Source: an optimization exercise on an open RTL-to-GDS flow (aim: small area and few clock cycles per item). Production flows keep margins and buffers that such runs may drop.
RTL that was checked went through simulation tests only; none was proved equivalent to the original.
Power is estimated from default activity; no workload was simulated.

==> inputs of violet <==
## lidar_frame_decoder_top
module lidar_frame_decoder_top (
    input  logic clk,
    input  logic rst_n,
    input  logic cfg_we,
    input  logic [15:0] cfg_wdata,
    input  logic        in_valid,
    output logic        in_ready,
    input  logic [1:0]  in_opcode,
    input  logic [1:0]  in_sensor,
    input  logic [7:0]  in_data,
    output logic        out_valid,
    input  logic        out_ready,
    output logic        out_error,
    output logic [1:0]  out_frame_event,
    output logic [16:0] out_distance,
    output logic [15:0] out_strength,
    output logic [15:0] out_temperature,
    output logic [23:0] out_version,
    output logic [15:0] out_frame_rate,
    output logic [31:0] out_baud_rate,
    output logic [1:0]  out_output_format,
    output logic [7:0]  out_response_count
);
    localparam int NS = lfd_pkg::SENSOR_COUNT;
    logic [15:0] thresh_reg;
    logic        req_valid;
  ...
clock: 8.0 ns
lec_check: 0
cap_margin: 20
core_margin: 2
core_utilization: 40
slew_margin: 20
run.sh (not shown) runs the stock make flow with config.mk's settings and CLKGATE_MAP_FILE= SYNTH_SCRIPT=/design/flow/synth_recipe.tcl, a recipe that flattens the netlist after the stock synthesis.
==> yarrow (differences from violet) <==
Settings changed: ABC_AREA set to 1, CAP_MARGIN 20 to 0, CTS_BUF_LIST set to sky130_fd_sc_hd__clkbuf_4, SLEW_MARGIN 20 to 0.
==> implementation parameters <==
Parameter                              Value

Status
  Result of the run ... timing/DRC/antenna clean

Die
  Core region area ... 62600 sq um
  Die area ... 65000 sq um

Global routing
  Met2 layer usage reported by global route ... 38.7%

CTS
  Clock root cell ... clkbuf_4
  Worst skew pair latency ... 1.04 ns

STA
  Slack of the critical path ... 0.290 ns
  Worst slew slack as a fraction of its limit ... 20.6%

Logic synthesis
  Number of instances in the synthesized netlist ... 2001

Placed design
  HPWL after detailed placement ... 48700 um

Route
  Mean number of vias per cell ... 5.29

Hold path
  Terminating pin of the worst hold path ... rng_r[0][4]
Source of the figures above: yarrow

==> implementation parameters <==
Parameter                              Value

Status
  Result of the run ... timing/DRC/antenna clean

Global routing
  Met2 layer usage reported by global route ... 34.1%

STA
  Worst slew slack as a fraction of its limit ... 27.4%

CTS
  Worst skew pair latency ... 0.61 ns
  Clock root cell ... clkbuf_16
  Post-CTS resize count ... 0

Placed design
  HPWL after detailed placement ... 43200 um

Hold path
  Terminating pin of the worst hold path ... rng_r[1][3]

Logic synthesis
  Number of instances in the synthesized netlist ... 1737

Route
  Mean number of vias per cell ... 5.56
Source of the figures above: violet

Testbench counts of violet, summed over its fixed seeds: cycles 19,240, items 19,232.
Testbench counts of yarrow, summed over its fixed seeds: cycles 19,240, items 19,232.

========
==> run Y: inputs <==
==> flow/design.v <==
`timescale 1ns / 1ps
package lfd_pkg;
    localparam int SENSOR_COUNT = 3;
    localparam logic [1:0] OP_BYTE = 2'd0;
    localparam logic [1:0] OP_READ = 2'd1;
    localparam logic [1:0] OP_INFO = 2'd2;
    localparam logic [1:0] EV_NONE = 2'd0;
    localparam logic [1:0] EV_DATA = 2'd1;
    localparam logic [1:0] EV_RESP = 2'd2;
    localparam logic [1:0] EV_REJ  = 2'd3;
    localparam logic [7:0]  HDR_DATA   = 8'h59;
    localparam logic [7:0]  HDR_RESP   = 8'h5A;
    localparam logic [15:0] STR_SAT    = 16'hFFFF;
    localparam logic [31:0] BAUD_DEF   = 32'd115200;
    localparam logic [15:0] RATE_DEF   = 16'd100;
    localparam logic [15:0] THRESH_DEF = 16'd100;
    localparam logic [16:0] DIST_WEAK  = 17'h1FFFF;
    localparam logic [16:0] DIST_NONE  = 17'h1FFFE;
    localparam logic [2:0] K_REJ  = 3'd0;   
    localparam logic [2:0] K_DATA = 3'd1;   
    localparam logic [2:0] K_VER  = 3'd2;   
    localparam logic [2:0] K_RATE = 3'd3;   
    localparam logic [2:0] K_BAUD = 3'd4;   
    localparam logic [2:0] K_H5A  = 3'd5;   
    localparam logic [2:0] K_A05  = 3'd5;   
    localparam logic [2:0] K_C05  = 3'd5;   
    localparam logic [2:0] K_C10  = 3'd6;   
    localparam logic [2:0] K_CN   = 3'd7;   
    localparam logic [2:0] K_FMT  = 3'd5;   
    localparam logic [2:0] K_DFLT = 3'd6;   
    localparam logic [2:0] K_NOP  = 3'd7;   
endpackage
`timescale 1ns / 1ps
module lfd_classify (
    input  logic [3:0]  pos,
    input  logic [2:0]  kind,
    input  logic [7:0]  d,
    input  logic        ck,
    output logic [2:0]  kind_nxt,
    output logic        adj0,
    output logic        adj14,
    output logic [1:0]  ev,
    output logic        set_meas,
    output logic        set_ver,
    output logic        set_rate,
    output logic        set_baud,
    output logic        set_dflt,
    output logic        set_fmt
);
    logic [2:0] keep_ck;
    assign adj0 = pos == 4'd2 && kind == lfd_pkg::K_A05 && !d[0] && !d[5];
    assign adj14 = pos == 4'd2 && kind == lfd_pkg::K_A05 && d[5];
    always_comb
    begin
        keep_ck = ck ? kind : lfd_pkg::K_REJ;
        kind_nxt = lfd_pkg::K_REJ;
        case (pos)
            4'd0:
                if (d == lfd_pkg::HDR_DATA) kind_nxt = lfd_pkg::K_DATA;
                else if (d == lfd_pkg::HDR_RESP) kind_nxt = lfd_pkg::K_H5A;
            4'd1:
                case (kind)
                    lfd_pkg::K_DATA: kind_nxt = keep_ck;
                    lfd_pkg::K_H5A:
                        case (d)
                            8'h07: kind_nxt = lfd_pkg::K_VER;
                            8'h06: kind_nxt = lfd_pkg::K_RATE;
                            8'h08: kind_nxt = lfd_pkg::K_BAUD;
                            8'h05: kind_nxt = lfd_pkg::K_A05;
                            default: ;
                        endcase
                    default: ;
                endcase
            4'd2:
                case (kind)
                    lfd_pkg::K_DATA: kind_nxt = lfd_pkg::K_DATA;
                    lfd_pkg::K_VER:  if (d == 8'h01) kind_nxt = lfd_pkg::K_VER;
                    lfd_pkg::K_RATE: if (d == 8'h03) kind_nxt = lfd_pkg::K_RATE;
                    lfd_pkg::K_BAUD: if (d == 8'h06) kind_nxt = lfd_pkg::K_BAUD;
                    lfd_pkg::K_A05:
                        case (d)
                            8'h05: kind_nxt = lfd_pkg::K_C05;
                            8'h10: kind_nxt = lfd_pkg::K_C10;
                            8'h02, 8'h07, 8'h22: kind_nxt = lfd_pkg::K_CN;
                            default: ;
                        endcase
                    default: ;
                endcase
            4'd3:
                case (kind)
                    lfd_pkg::K_C05: if (d == 8'h01 || d == 8'h02 || d == 8'h03) kind_nxt = lfd_pkg::K_FMT;
                    lfd_pkg::K_C10:
                        if (d == 8'h00) kind_nxt = lfd_pkg::K_DFLT;
                        else if (d == 8'h01) kind_nxt = lfd_pkg::K_NOP;
                    lfd_pkg::K_CN: if (d == 8'h00 || d == 8'h01) kind_nxt = lfd_pkg::K_NOP;
                    default: kind_nxt = kind;
                endcase
            4'd4:
                if (kind == lfd_pkg::K_FMT || kind == lfd_pkg::K_DFLT || kind == lfd_pkg::K_NOP)
                    kind_nxt = keep_ck;
                else
                    kind_nxt = kind;
            4'd5: kind_nxt = kind == lfd_pkg::K_RATE ? keep_ck : kind;
            4'd6: kind_nxt = kind == lfd_pkg::K_VER ? keep_ck : kind;
            4'd7: kind_nxt = kind == lfd_pkg::K_BAUD ? keep_ck : kind;
            default: kind_nxt = kind;
        endcase
    end
    always_comb
    begin
        set_meas = kind == lfd_pkg::K_DATA && ck;
        set_ver  = kind == lfd_pkg::K_VER;
        set_rate = kind == lfd_pkg::K_RATE;
        set_baud = kind == lfd_pkg::K_BAUD;
        set_dflt = kind == lfd_pkg::K_DFLT;
        set_fmt  = kind == lfd_pkg::K_FMT || kind == lfd_pkg::K_DFLT;
        if (set_meas)
            ev = lfd_pkg::EV_DATA;
        else if (kind == lfd_pkg::K_REJ || kind == lfd_pkg::K_DATA)
            ev = lfd_pkg::EV_REJ;
        else
            ev = lfd_pkg::EV_RESP;
    end
endmodule
`timescale 1ns / 1ps
module lidar_frame_decoder_top (
    input  logic clk,
    input  logic rst_n,
    input  logic cfg_we,
    input  logic [15:0] cfg_wdata,
    input  logic        in_valid,
    output logic        in_ready,
    input  logic [1:0]  in_opcode,
    input  logic [1:0]  in_sensor,
    input  logic [7:0]  in_data,
    output logic        out_valid,
    input  logic        out_ready,
    output logic        out_error,
    output logic [1:0]  out_frame_event,
    output logic [16:0] out_distance,
    output logic [15:0] out_strength,
    output logic [15:0] out_temperature,
    output logic [23:0] out_version,
    output logic [15:0] out_frame_rate,
    output logic [31:0] out_baud_rate,
    output logic [1:0]  out_output_format,
    output logic [7:0]  out_response_count
);
    localparam int NS = lfd_pkg::SENSOR_COUNT;
    logic [15:0] thresh_reg;
    logic        req_valid;
    logic [1:0]  req_op, req_sens;
    logic [7:0]  req_data;
    logic [3:0]  pos_r   [NS];
    logic [2:0]  kind_r  [NS];
    logic [7:0]  sum_r   [NS];
    logic [47:0] fb_r    [NS];
    logic [15:0] rng_r   [NS];
    logic [15:0] str_r   [NS];
    logic [15:0] temp_r  [NS];
    logic        stale_r [NS];
    logic [23:0] ver_r   [NS];
    logic        ver_v   [NS];
    logic [15:0] rate_r  [NS];
    logic        rate_v  [NS];
    logic [31:0] baud_r  [NS];
    logic        baud_v  [NS];
    logic [1:0]  fmt_r   [NS];
    logic [7:0]  cnt_r   [NS];
    logic        cnt_v   [NS];
    logic fire, ok;
    logic [NS-1:0] sel, sel_info, sel_read;
    logic is_byte, is_read, is_info, last;
    logic [3:0]  pos;
    logic [2:0]  kind, kind_nxt;
    logic [7:0]  sum, cnt;
    logic [15:0] str;
    logic        stale, good, show;
    logic [1:0] ev;
    logic set_meas, set_ver, set_rate, set_baud, set_dflt, set_fmt;
    logic ck, adj0, adj14, resp;
    logic [7:0] addend;
    assign in_ready = !req_valid || out_ready;
    assign fire = req_valid && out_ready;
    assign out_valid = req_valid;
    always_ff @(posedge clk or negedge rst_n)
    begin
        if (!rst_n)
            thresh_reg <= lfd_pkg::THRESH_DEF;
        else if (cfg_we)
            thresh_reg <= cfg_wdata;
    end
    always_ff @(posedge clk or negedge rst_n)
    begin
        if (!rst_n)
            req_valid <= 1'b0;
        else if (in_ready)
            req_valid <= in_valid;
    end
    always_ff @(posedge clk)
    begin
        if (in_ready && in_valid)
            {req_op, req_sens, req_data} <= {in_opcode, in_sensor, in_data};
    end
    assign is_byte = req_op == lfd_pkg::OP_BYTE;
    assign is_read = req_op == lfd_pkg::OP_READ;
    assign is_info = req_op == lfd_pkg::OP_INFO;
    always_comb
    begin
        for (int s = 0; s < NS; s++)
        begin
            sel[s] = req_sens == 2'(s);
            sel_info[s] = sel[s] && is_info;
            sel_read[s] = sel[s] && is_read;
        end
        ok = |sel;
        pos = '0; kind = '0; sum = '0; cnt = '0; str = '0; stale = 1'b0;
        for (int s = 0; s < NS; s++)
        begin
            pos   = pos   | ({4{sel[s]}} & pos_r[s]);
            kind  = kind  | ({3{sel[s]}} & kind_r[s]);
            sum   = sum   | ({8{sel[s]}} & sum_r[s]);
            cnt   = cnt   | ({8{sel[s] && cnt_v[s]}} & cnt_r[s]);
            str   = str   | ({16{sel[s]}} & str_r[s]);
            stale = stale | (sel_read[s] && stale_r[s]);
        end
    end
    assign last = pos[3];
    assign ck = sum == req_data;
    lfd_classify u_classify (
        .pos(pos), .kind(kind), .d(req_data), .ck(ck), .kind_nxt(kind_nxt), .adj0(adj0), .adj14(adj14),
        .ev(ev), .set_meas(set_meas), .set_ver(set_ver), .set_rate(set_rate), .set_baud(set_baud),
        .set_dflt(set_dflt), .set_fmt(set_fmt)
    );
    assign resp = ev == lfd_pkg::EV_RESP;
    always_comb
    begin
        addend = pos == 4'd0 ? 8'd0 : sum;
        addend[0] = addend[0] && !adj0;
        addend[1] = addend[1] && !adj14;
        addend[4] = addend[4] && !adj14;
    end
    assign good = str >= thresh_reg && str != lfd_pkg::STR_SAT;
    assign show = is_read && ok && !stale && good;
    always_comb
    begin
        out_error = !ok;
        out_frame_event = (ok && is_byte && last) ? ev : lfd_pkg::EV_NONE;
        out_strength = {16{show}} & str;
        out_temperature = '0;
        out_distance = '0;
        out_version = '0;
        out_frame_rate = '0;
        out_baud_rate = '0;
        out_output_format = '0;
        for (int s = 0; s < NS; s++)
        begin
            out_temperature = out_temperature | ({16{sel[s] && show}} & temp_r[s]);
            out_distance[15:0] = out_distance[15:0] | ({16{sel[s] && show}} & rng_r[s]);
            out_version = out_version | ({24{sel_info[s] && ver_v[s]}} & ver_r[s]);
            out_frame_rate = out_frame_rate | ({16{sel_info[s] && rate_v[s]}} & rate_r[s])
                                            | ({16{sel_info[s] && !rate_v[s]}} & lfd_pkg::RATE_DEF);
            out_baud_rate = out_baud_rate | ({32{sel_info[s] && baud_v[s]}} & baud_r[s])
                                          | ({32{sel_info[s] && !baud_v[s]}} & lfd_pkg::BAUD_DEF);
            out_output_format = out_output_format | ({2{sel_info[s]}} & fmt_r[s]);
        end
        if (is_read && ok && !show)
            out_distance = {16'hFFFF, !stale};
        out_response_count = {8{is_info}} & cnt;
    end
    logic [NS-1:0] wr, wr_byte, wr_last;
    always_comb
    begin
        for (int s = 0; s < NS; s++)
        begin
            wr[s] = fire && sel[s];
            wr_byte[s] = wr[s] && is_byte;
            wr_last[s] = wr_byte[s] && last;
        end
    end
    genvar g;
    generate
        for (g = 0; g < NS; g++)
        begin : g_sens
            always_ff @(posedge clk or negedge rst_n)
            begin
                if (!rst_n)
                begin
                    pos_r[g] <= '0;
                    stale_r[g] <= 1'b1;
                    ver_v[g] <= 1'b0;
                    rate_v[g] <= 1'b0;
                    baud_v[g] <= 1'b0;
                    fmt_r[g] <= '0;
                    cnt_v[g] <= 1'b0;
                end
                else
                begin
                    if (wr_byte[g])
                        pos_r[g] <= last ? 4'd0 : pos + 4'd1;
                    if (wr[g] && is_read)
                        stale_r[g] <= 1'b1;
                    else if (wr_last[g] && set_meas)
                        stale_r[g] <= 1'b0;
                    if (wr_last[g] && set_ver)
                        ver_v[g] <= 1'b1;
                    if (wr_last[g] && set_rate)
                        rate_v[g] <= 1'b1;
                    else if (wr_last[g] && set_dflt)
                        rate_v[g] <= 1'b0;
                    if (wr_last[g] && set_baud)
                        baud_v[g] <= 1'b1;
                    else if (wr_last[g] && set_dflt)
                        baud_v[g] <= 1'b0;
                    if (wr_last[g] && set_fmt)
                        fmt_r[g] <= {fb_r[g][33] && !set_dflt, fb_r[g][32] || set_dflt};
                    if (wr[g] && is_info)
                        cnt_v[g] <= 1'b0;
                    else if (wr_last[g] && resp)
                        cnt_v[g] <= 1'b1;
                end
            end
            always_ff @(posedge clk)
            begin
                if (wr_byte[g])
                begin
                    fb_r[g] <= {fb_r[g][39:0], req_data};
                    kind_r[g] <= kind_nxt;
                    sum_r[g] <= addend + req_data;
                end
                if (wr_last[g] && set_meas)
                    {rng_r[g], str_r[g], temp_r[g]} <= {fb_r[g][39:32], fb_r[g][47:40],
                                                        fb_r[g][23:16], fb_r[g][31:24],
                                                        fb_r[g][7:0],   fb_r[g][15:8]};
                if (wr_last[g] && set_ver)
                    ver_r[g] <= {fb_r[g][23:16], fb_r[g][31:24], fb_r[g][39:32]};
                if (wr_last[g] && set_rate)
                    rate_r[g] <= {fb_r[g][31:24], fb_r[g][39:32]};
                if (wr_last[g] && set_baud)
                    baud_r[g] <= {fb_r[g][15:8], fb_r[g][23:16], fb_r[g][31:24], fb_r[g][39:32]};
                if (wr_last[g] && resp)
                    cnt_r[g] <= cnt + 8'd1;
            end
        end
    endgenerate
endmodule
==> flow/flow/run.sh <==
#!/bin/bash
# standard layout with two changes: port buffers are buf_1 cells and CTS inserts no dummy loads
set -e
cp standard.sh standard.sh.log
export BUFFER_PORTS_ARGS="-buffer_cell sky130_fd_sc_hd__buf_1"
export CTS_ARGS="-sink_clustering_enable -repair_clock_nets -dont_use_dummy_load -buf_list sky130_fd_sc_hd__clkbuf_16 -sink_clustering_size 36 -sink_clustering_max_diameter 80"
bash standard.sh > flow_standard.log 2>&1
==> flow/standard.sh <==
#!/bin/bash
# synth_recipe.tcl (not shown) runs the flow's synth.tcl, then flattens the netlist and writes it again
# the make line also repeats each setting of config.mk as NAME=value (left out here)
make -C /OpenROAD-flow-scripts/flow DESIGN_CONFIG=/design/flow/config.mk WORK_HOME=/design/flow/orfs CLKGATE_MAP_FILE= SYNTH_SCRIPT=/design/flow/synth_recipe.tcl "${@:-finish}"
==> flow/config.mk <==
export PLATFORM = sky130hd
export DESIGN_NAME = lidar_frame_decoder_top
export DESIGN_NICKNAME = lidar_frame_decoder_top
export VERILOG_FILES = /design/flow/design.v
export SDC_FILE = /design/flow/constraint.sdc
export NUM_CORES = 4
export LEC_CHECK = 0
export CAP_MARGIN = 20
export CORE_MARGIN = 2
export CORE_UTILIZATION = 40
export SLEW_MARGIN = 20
==> flow/constraint.sdc <==
create_clock -name core_clock -period 8.0 [get_ports {clk}]
set_input_delay 1.6000 -clock core_clock [delete_from_list [all_inputs] [get_ports {clk}]]
set_output_delay 1.6000 -clock core_clock [all_outputs]
set_load 0.01 [all_outputs]
==> run Z (differences from run Y) <==
--- a/flow/design.v
+++ b/flow/design.v
@@ -151,3 +151,4 @@
     logic        req_valid;
-    logic [1:0]  req_op, req_sens;
+    logic [NS-1:0] req_sel;      
+    logic        req_byte, req_read, req_info;
     logic [7:0]  req_data;
@@ -202,7 +203,14 @@
         if (in_ready && in_valid)
-            {req_op, req_sens, req_data} <= {in_opcode, in_sensor, in_data};
+        begin
+            for (int s = 0; s < NS; s++)
+                req_sel[s] <= in_sensor == 2'(s);
+            req_byte <= in_opcode == lfd_pkg::OP_BYTE;
+            req_read <= in_opcode == lfd_pkg::OP_READ;
+            req_info <= in_opcode == lfd_pkg::OP_INFO;
+            req_data <= in_data;
+        end
     end
-    assign is_byte = req_op == lfd_pkg::OP_BYTE;
-    assign is_read = req_op == lfd_pkg::OP_READ;
-    assign is_info = req_op == lfd_pkg::OP_INFO;
+    assign is_byte = req_byte;
+    assign is_read = req_read;
+    assign is_info = req_info;
     always_comb
@@ -211,3 +219,3 @@
         begin
-            sel[s] = req_sens == 2'(s);
+            sel[s] = req_sel[s];
             sel_info[s] = sel[s] && is_info;
@@ -242,3 +250,24 @@
     end
-    assign good = str >= thresh_reg && str != lfd_pkg::STR_SAT;
+    logic [7:0] sum_nxt, cnt_inc;
+    logic [8:0] sc, ic;
+    always_comb
+    begin
+        sc[0] = 1'b0;
+        ic[0] = 1'b1;
+        for (int i = 0; i < 8; i++)
+        begin
+            sum_nxt[i] = addend[i] ^ req_data[i] ^ sc[i];
+            sc[i+1] = (addend[i] && req_data[i]) || (sc[i] && (addend[i] ^ req_data[i]));
+            cnt_inc[i] = cnt[i] ^ ic[i];
+            ic[i+1] = cnt[i] && ic[i];
+        end
+    end
+    logic [16:0] gc;
+    always_comb
+    begin
+        gc[0] = 1'b1;
+        for (int i = 0; i < 16; i++)
+            gc[i+1] = (str[i] && !thresh_reg[i]) || (gc[i] && (str[i] || !thresh_reg[i]));
+    end
+    assign good = gc[16] && str != lfd_pkg::STR_SAT;
     assign show = is_read && ok && !stale && good;
@@ -328,3 +357,3 @@
                     kind_r[g] <= kind_nxt;
-                    sum_r[g] <= addend + req_data;
+                    sum_r[g] <= sum_nxt;
                 end
@@ -341,3 +370,3 @@
                 if (wr_last[g] && resp)
-                    cnt_r[g] <= cnt + 8'd1;
+                    cnt_r[g] <= cnt_inc;
             end
==> flow/flow/run.sh (replaced) <==
#!/bin/bash
# standard layout with these changes: port buffers are buf_1 cells, and CTS uses clkbuf_8
# clusters of at most 18 sinks and inserts no dummy loads
set -e
cp standard.sh standard.sh.log
export BUFFER_PORTS_ARGS="-buffer_cell sky130_fd_sc_hd__buf_1"
export CTS_ARGS="-sink_clustering_enable -repair_clock_nets -dont_use_dummy_load -buf_list sky130_fd_sc_hd__clkbuf_4 -sink_clustering_size 10 -sink_clustering_max_diameter 40"
bash standard.sh > flow_standard.log 2>&1
Settings changed: CORE_UTILIZATION 40 to 60.
==> run G (differences from run Y) <==
--- a/flow/design.v
+++ b/flow/design.v
@@ -151,3 +151,4 @@
     logic        req_valid;
-    logic [1:0]  req_op, req_sens;
+    logic [NS-1:0] req_sel;      
+    logic        req_byte, req_read, req_info;
     logic [7:0]  req_data;
@@ -202,7 +203,14 @@
         if (in_ready && in_valid)
-            {req_op, req_sens, req_data} <= {in_opcode, in_sensor, in_data};
+        begin
+            for (int s = 0; s < NS; s++)
+                req_sel[s] <= in_sensor == 2'(s);
+            req_byte <= in_opcode == lfd_pkg::OP_BYTE;
+            req_read <= in_opcode == lfd_pkg::OP_READ;
+            req_info <= in_opcode == lfd_pkg::OP_INFO;
+            req_data <= in_data;
+        end
     end
-    assign is_byte = req_op == lfd_pkg::OP_BYTE;
-    assign is_read = req_op == lfd_pkg::OP_READ;
-    assign is_info = req_op == lfd_pkg::OP_INFO;
+    assign is_byte = req_byte;
+    assign is_read = req_read;
+    assign is_info = req_info;
     always_comb
@@ -211,3 +219,3 @@
         begin
-            sel[s] = req_sens == 2'(s);
+            sel[s] = req_sel[s];
             sel_info[s] = sel[s] && is_info;
==> flow/flow/run.sh (replaced) <==
#!/bin/bash
# standard layout with two changes: port buffers are buf_1 cells and CTS inserts no dummy loads
set -e
cp standard.sh standard.sh.log
export BUFFER_PORTS_ARGS="-buffer_cell sky130_fd_sc_hd__buf_1"
export CTS_ARGS="-sink_clustering_enable -repair_clock_nets -dont_use_dummy_load"
bash standard.sh > flow_standard.log 2>&1
==> results.txt <==
After layout, the minimum clock period comes to 6.60 ns. The clock distribution power came out at 2.38 mW. The critical path goes through buf_4 > a222oi_1 > inv_1 > ha_1 > and3_1 > a2111oi_0 > o21ai_0 > a21oi_1 > or3b_1 > buf_4 > nor2_1 > buf_1. Together, buffers and inverters on the worst path number 4. Wires add up to 63.2 mm.

In this run the worst path has a maximum fanout of 36. The routing usage on met1 is 29.1%. The via-per-instance ratio came out at 5.74. Of the total synthesized cell area, the portion taken by AND, OR, NAND and NOR gates is 6.02%.

The utilization of the core after routing came out at 46.0%. The worst IR drop on VDD came out at 0.194 mV. The flow ran to the end and the layout has no timing, DRC or antenna violations. In this run the worst setup path terminates at out_strength[15].
-- figures above: run G

==> results.txt <==
The via-per-instance ratio came out at 5.63. By area, the combinational part of the netlist is dominated by compound AO/OA/AOI/OAI gates. The worst IR drop on VDD is 0.121 mV.

The clock distribution power is 1.50 mW. The highest fanout seen on the critical path is 33. The most critical setup path has its endpoint at out_distance[2]. The utilization of the core after routing is 44.1%.

The library cell occupying the most area in the post-synthesis netlist is edfxtp_1. Of the total synthesized cell area, the portion taken by AND, OR, NAND and NOR gates is 7.18%. The routing usage on met1 came out at 27.1%.

The total length of routed wires came out at 62.9 mm. The minimum period implied by the final worst setup slack is 6.46 ns. The flow ran to the end and the layout has no timing, DRC or antenna violations.
-- figures above: run Y

==> results.txt <==
The run finished with no timing, DRC or antenna violations. The per-cell routed wire length came out at 27.0 um. The combined area of the multi-input logic cells is 4000 sq um. The highest fanout seen on the critical path came out at 52. After global routing, the most crowded layer is met2. The number of non-clock inverters in the layout came out at 69.

The combinational fraction of design power is 8.4%. The fraction of power consumed by sequential logic is 66.8%. The simple-gate share of the synthesized area is 5.84%. After synthesis, the most frequently instantiated cells are edfxtp_1, a222oi_1, nand2_1. The minimum period implied by the final worst setup slack came out at 5.91 ns. Dividing the detail-routed via count by the number of cells gives 6.36. The count of cell types in the netlist is 55.

The detailed router finished its first iteration with 1668 violations. The worst IR drop on VDD came out at 0.133 mV. The routed design has 56.1 mm of wire. The destination of the critical timing path is out_strength[8]. The mapped netlist covers 23000 sq um.
-- figures above: run Z

Testbench counts of run Z, summed over its fixed seeds: cycles 19,240, items 19,232.
Testbench counts of run G, summed over its fixed seeds: cycles 19,240, items 19,232.
Only the layout flow was run in run Y; the RTL was not checked for function there.

## separate check: timing with driven ports
In the flow no input, the clock included, has a driving cell. The finished layouts below were timed again as built, in two steps.
Step 1 assumes that a clkbuf_16 drives the clock port and a buf_2 every other input.
Step 2, shift: input delay + t, output delay - t, t = (earliest + latest rising clock arrival at the registers) / 2. This alone moves slack from input paths to output paths.
a / b / c = no drivers / after step 1 / after step 2; a / b = the first two.
| run | t (ns) | setup WS [ns] | worst slew at a driven data input, ns |
|---|---|---|---|
| violet | 0.661 | 1.265 / 1.206 / 1.867 | 0.04 |
| yarrow | 1.062 | 0.290 / 0.231 / 1.293 | 0.04 |
| run Y | 0.643 | 1.541 / 1.480 / 2.122 | 0.06 |
| run Z | 0.792 | 2.089 / 2.038 / 2.208 | 0.08 |
| run G | 0.664 | 1.402 / 1.342 / 2.007 | 0.04 |
After both steps every run listed still meets setup and hold.
